What follows belongs to an exercise in optimizing a design on an open flow for small area and a short achievable clock period; a production flow would make more cautious choices.
In this exercise RTL edits were held to simulation tests only and were not proved equivalent to the original.
Power figures rest on the tool's default switching activity, not on a simulated workload.

Design pic16_core, start of the top module:
module pic16_core (
   input  logic        clk,
   input  logic        arst_n,
   input  logic [13:0] op_code,
   input  logic [4:0]  port_a_data_in,
   input  logic [7:0]  port_b_data_in,
   output logic [12:0] pc_out,
   output logic        nop_out,
   output logic        z,
   output logic [4:0]  port_a_tris,
   output logic [4:0]  port_a_data_out,
   output logic [7:0]  port_b_tris,
   output logic [7:0]  port_b_data_out
);
   localparam int RAM_LO = 12;      
   localparam int RAM_N  = 68;      
   logic [1:0]  ph;                 
   logic        rst_q;              
   logic [13:0] ir;
   logic [7:0]  t_q;                
   logic        cn_q;               
   logic        dcn_q;              
   logic [7:0]  w_q;
   logic        c_q, dc_q, rp0_q;
   logic        hold_q;             
   logic [2:0]  sp_q;
   logic [12:0] stack_q [8];
   logic [7:0]  ram_q [RAM_N];
   wire q1 = (ph == 2'd0);
   wire q2 = (ph == 2'd1);
   wire q4 = (ph == 2'd3);
   wire ex = nop_out;
   always_ff @(posedge clk or negedge arst_n) begin
      if (!arst_n) begin
         ph    <= 2'd0;
         rst_q <= 1'b1;
      end else begin
         ph    <= ph + 2'd1;
         rst_q <= 1'b0;
      end
   end
   always_ff @(posedge clk) begin
      if (q1) ir <= op_code;
   end
   wire [1:0] cls = ir[13:12];
   wire [3:0] sub = ir[11:8];
   wire [6:0] fa  = ir[6:0];
   wire       d   = ir[7];
   wire is_byte = (cls == 2'b00);
   wire is_bit  = (cls == 2'b01);
   wire is_jmp  = (cls == 2'b10);
   wire is_lit  = (cls == 2'b11);
   wire to_file = (is_byte & d) | (is_bit & ~ir[11]);
   wire to_w    = (is_byte & ~d & (sub != 4'd0)) | (is_lit & (sub != 4'b1011));
   wire sub_op  = (is_byte & (sub == 4'b0010)) | (is_lit & (sub[3:1] == 3'b110));
   wire addsub  = (is_byte & ((sub == 4'b0010) | (sub == 4'b0111))) | (is_lit & (sub[3:2] == 2'b11));
   wire rot     = is_byte & (sub[3:1] == 3'b110);
   wire fz      = addsub
  ...
export LEC_CHECK = 0
export CAP_MARGIN = 20
export CORE_MARGIN = 2
export CORE_UTILIZATION = 40
export SLEW_MARGIN = 20
create_clock -name core_clock -period 10.0 [get_ports {clk}]
run.sh (not shown) runs the stock make flow with config.mk's settings and CLKGATE_MAP_FILE= SYNTH_SCRIPT=/design/flow/synth_recipe.tcl, a recipe that flattens the netlist after the stock synthesis.
The first run went through all stages and came out clean.
==> next run, changes <==
==> flow/flow/run.sh (new file) <==
#!/bin/bash
# Standard layout, with timing repair aiming 7 ns below the 10 ns clock period.
set -euo pipefail
bash standard.sh SETUP_SLACK_MARGIN=7 finish > standard_make.log 2>&1
==> flow/standard.sh (new file) <==
#!/bin/bash
# synth_recipe.tcl (not shown) runs the flow's synth.tcl, then flattens the netlist and writes it again
# the make line also repeats each setting of config.mk as NAME=value (left out here)
make -C /OpenROAD-flow-scripts/flow DESIGN_CONFIG=/design/flow/config.mk WORK_HOME=/design/flow/orfs CLKGATE_MAP_FILE= SYNTH_SCRIPT=/design/flow/synth_recipe.tcl "${@:-finish}"
removed: flow/run.sh
After rerunning: The changed run completed with no timing, DRC or antenna violations; cell count rose by 3.1%; via count rose by 2.8%; fmax rose by 27%.

job 1992:
pic16_core, a different RTL version from the one above (not shown whole).
For scale: roughly 2000 cells after synthesis, ~750 flip-flops, about 0.031 sq mm of cells after synthesis.
export LEC_CHECK = 0
export CAP_MARGIN = 20
export CORE_MARGIN = 2
export CORE_UTILIZATION = 40
export SLEW_MARGIN = 20
create_clock -name core_clock -period 10.0 [get_ports {clk}]
standard.sh (not shown) runs the stock make flow with config.mk's settings and CLKGATE_MAP_FILE= SYNTH_SCRIPT=/design/flow/synth_recipe.tcl, a recipe that flattens the netlist after the stock synthesis.
==> flow/flow/run.sh <==
#!/bin/bash
# Standard layout, with timing repair aiming 7.3 ns below the 10 ns clock period,
# buf_2 port buffers and sizing not limited to same-footprint cells.
set -euo pipefail
bash standard.sh SETUP_SLACK_MARGIN=7.3 CORE_UTILIZATION=60 CTS_CLUSTER_SIZE=28 CTS_CLUSTER_DIAMETER=100 \
  "BUFFER_PORTS_ARGS=-buffer_cell sky130_fd_sc_hd__buf_2" MATCH_CELL_FOOTPRINT=0 finish > standard_make.log 2>&1
Job 1992 went all the way through the flow, and no timing, DRC or antenna check failed.
> inputs changed (job 1992 -> job 7929)
==> flow/flow/run.sh <==
#!/bin/bash
# Standard layout, with timing repair aiming 7 ns below the 10 ns clock period.
set -euo pipefail
bash standard.sh SETUP_SLACK_MARGIN=7 CORE_UTILIZATION=60 CTS_CLUSTER_SIZE=28 CTS_CLUSTER_DIAMETER=100 finish > standard_make.log 2>&1
## What came out
Compared to job 1992, job 7929 has sequential group share of total power 0.8 points higher. As of job 7929, number of clock-tree buffers in the layout had fallen by a few percent compared to job 1992. Looking at switching power share of the total, job 7929 sits 0.17 points below job 1992. Between job 1992 and job 7929, the final critical-path share of the clock period figures differ only marginally. Looking at total clock buffers created by CTS, job 7929 sits 1 above job 1992. Relative to job 1992, total power of the final layout has gone down in job 7929. Job 7929 has less setup slack than job 1992.
Inputs modified between job 7929 and job 8412:
==> flow/flow/run.sh <==
#!/bin/bash
# Standard layout, with timing repair aiming 7 ns below the 10 ns clock period,
# buf_2 port buffers and sizing not limited to same-footprint cells.
set -euo pipefail
bash standard.sh SETUP_SLACK_MARGIN=7 CORE_UTILIZATION=50 CTS_CLUSTER_SIZE=28 CTS_CLUSTER_DIAMETER=100 \
  "BUFFER_PORTS_ARGS=-buffer_cell sky130_fd_sc_hd__buf_2" MATCH_CELL_FOOTPRINT=0 finish > standard_make.log 2>&1
==> results.txt <==
- End of the critical path: port_b_tris[7] -> job 8412, port_b_tris[0] -> job 7929
- Number of nets produced by synthesis came out exactly the same in job 7929 and job 8412.
- Job 8412 vs. job 7929: number of cells in the design after placement went up 110, width of the die went up 9.4%.
- Diff job 7929 -> job 8412: count of nets left with antenna violations after detail routing stayed essentially flat, setup slack rose by 0.077 ns, area growth from synthesis to layout rose by 0.18 points.
- Job 8412 vs job 7929: largest fanout on the critical path down in job 8412
- Job 8412 ends up with higher sum of routed wire length over all layers than job 7929 does.
### job 8412 -> job 8906
diff --git a/flow/flow/run.sh b/flow/flow/run.sh
--- a/flow/flow/run.sh
+++ b/flow/flow/run.sh
@@ -5 +5 @@
-bash standard.sh SETUP_SLACK_MARGIN=7 CORE_UTILIZATION=50 CTS_CLUSTER_SIZE=28 CTS_CLUSTER_DIAMETER=100 \
+bash standard.sh SETUP_SLACK_MARGIN=7 CORE_UTILIZATION=60 CTS_CLUSTER_SIZE=28 CTS_CLUSTER_DIAMETER=100 \
Job 8906 finished every step from synthesis to the final layout, and the layout passed the timing, DRC and antenna checks. For job 8906, the capturing instance or port of the critical path was port_b_tris[0], unlike job 8412, where it was port_b_tris[7]. Run comparison: job 8412 critical path launch point ntris_b_q[7]; job 8906 critical path launch point ntris_b_q[0]. Job 8906 vs. job 8412: non-clock buffer count fell about 0.6%, clock-buffer cell count rose 3, met1 usage rose 6.7 points. Job 8412 → job 8906: area of all placed cells without fillers fell by about 1.3%; synthesized cell count stayed essentially flat.

-- port drivers added, routing unchanged --
In the flow no input, the clock included, has a driving cell. The finished layouts below were timed again as built, in two steps. Step 1 sets driving cells, clkbuf_16 on the clock port and buf_2 on the other inputs (assumed; they add their load-dependent delay and slew). Step 2 adds t to the input delays and takes it off the output delays; t is the mean of the earliest and latest rising clock arrival at the registers after step 1. Input paths then give back, and output paths get back, about the clock's delay inside the block. Three values: no drivers, after step 1, after step 2; two values: the first two.
run	t, ns	slack for setup (ns)	hold slack, ns	worst register clock-pin slew, ns
the first run of note 1	0.694	5.490 / 5.490 / 5.059	0.509 / 0.509 / 0.509	0.06 / 0.06
the second run of note 1	0.693	6.449 / 6.449 / 5.822	0.496 / 0.496 / 0.496	0.07 / 0.07
job 1992	0.702	6.725 / 6.664 / 6.425	0.450 / 0.450 / 0.450	0.12 / 0.12
job 7929	0.728	6.713 / 6.648 / 6.261	0.439 / 0.439 / 0.439	0.12 / 0.12
job 8412	0.654	6.791 / 6.724 / 6.445	0.440 / 0.440 / 0.440	0.12 / 0.12
job 8906	0.714	6.716 / 6.655 / 6.444	0.472 / 0.472 / 0.472	0.11 / 0.11
After both steps setup and hold are still met in every run listed. For the second run of note 1, which loses most, drivers alone change the setup slack by 0.000 ns; drivers and shift together by -0.627 ns.
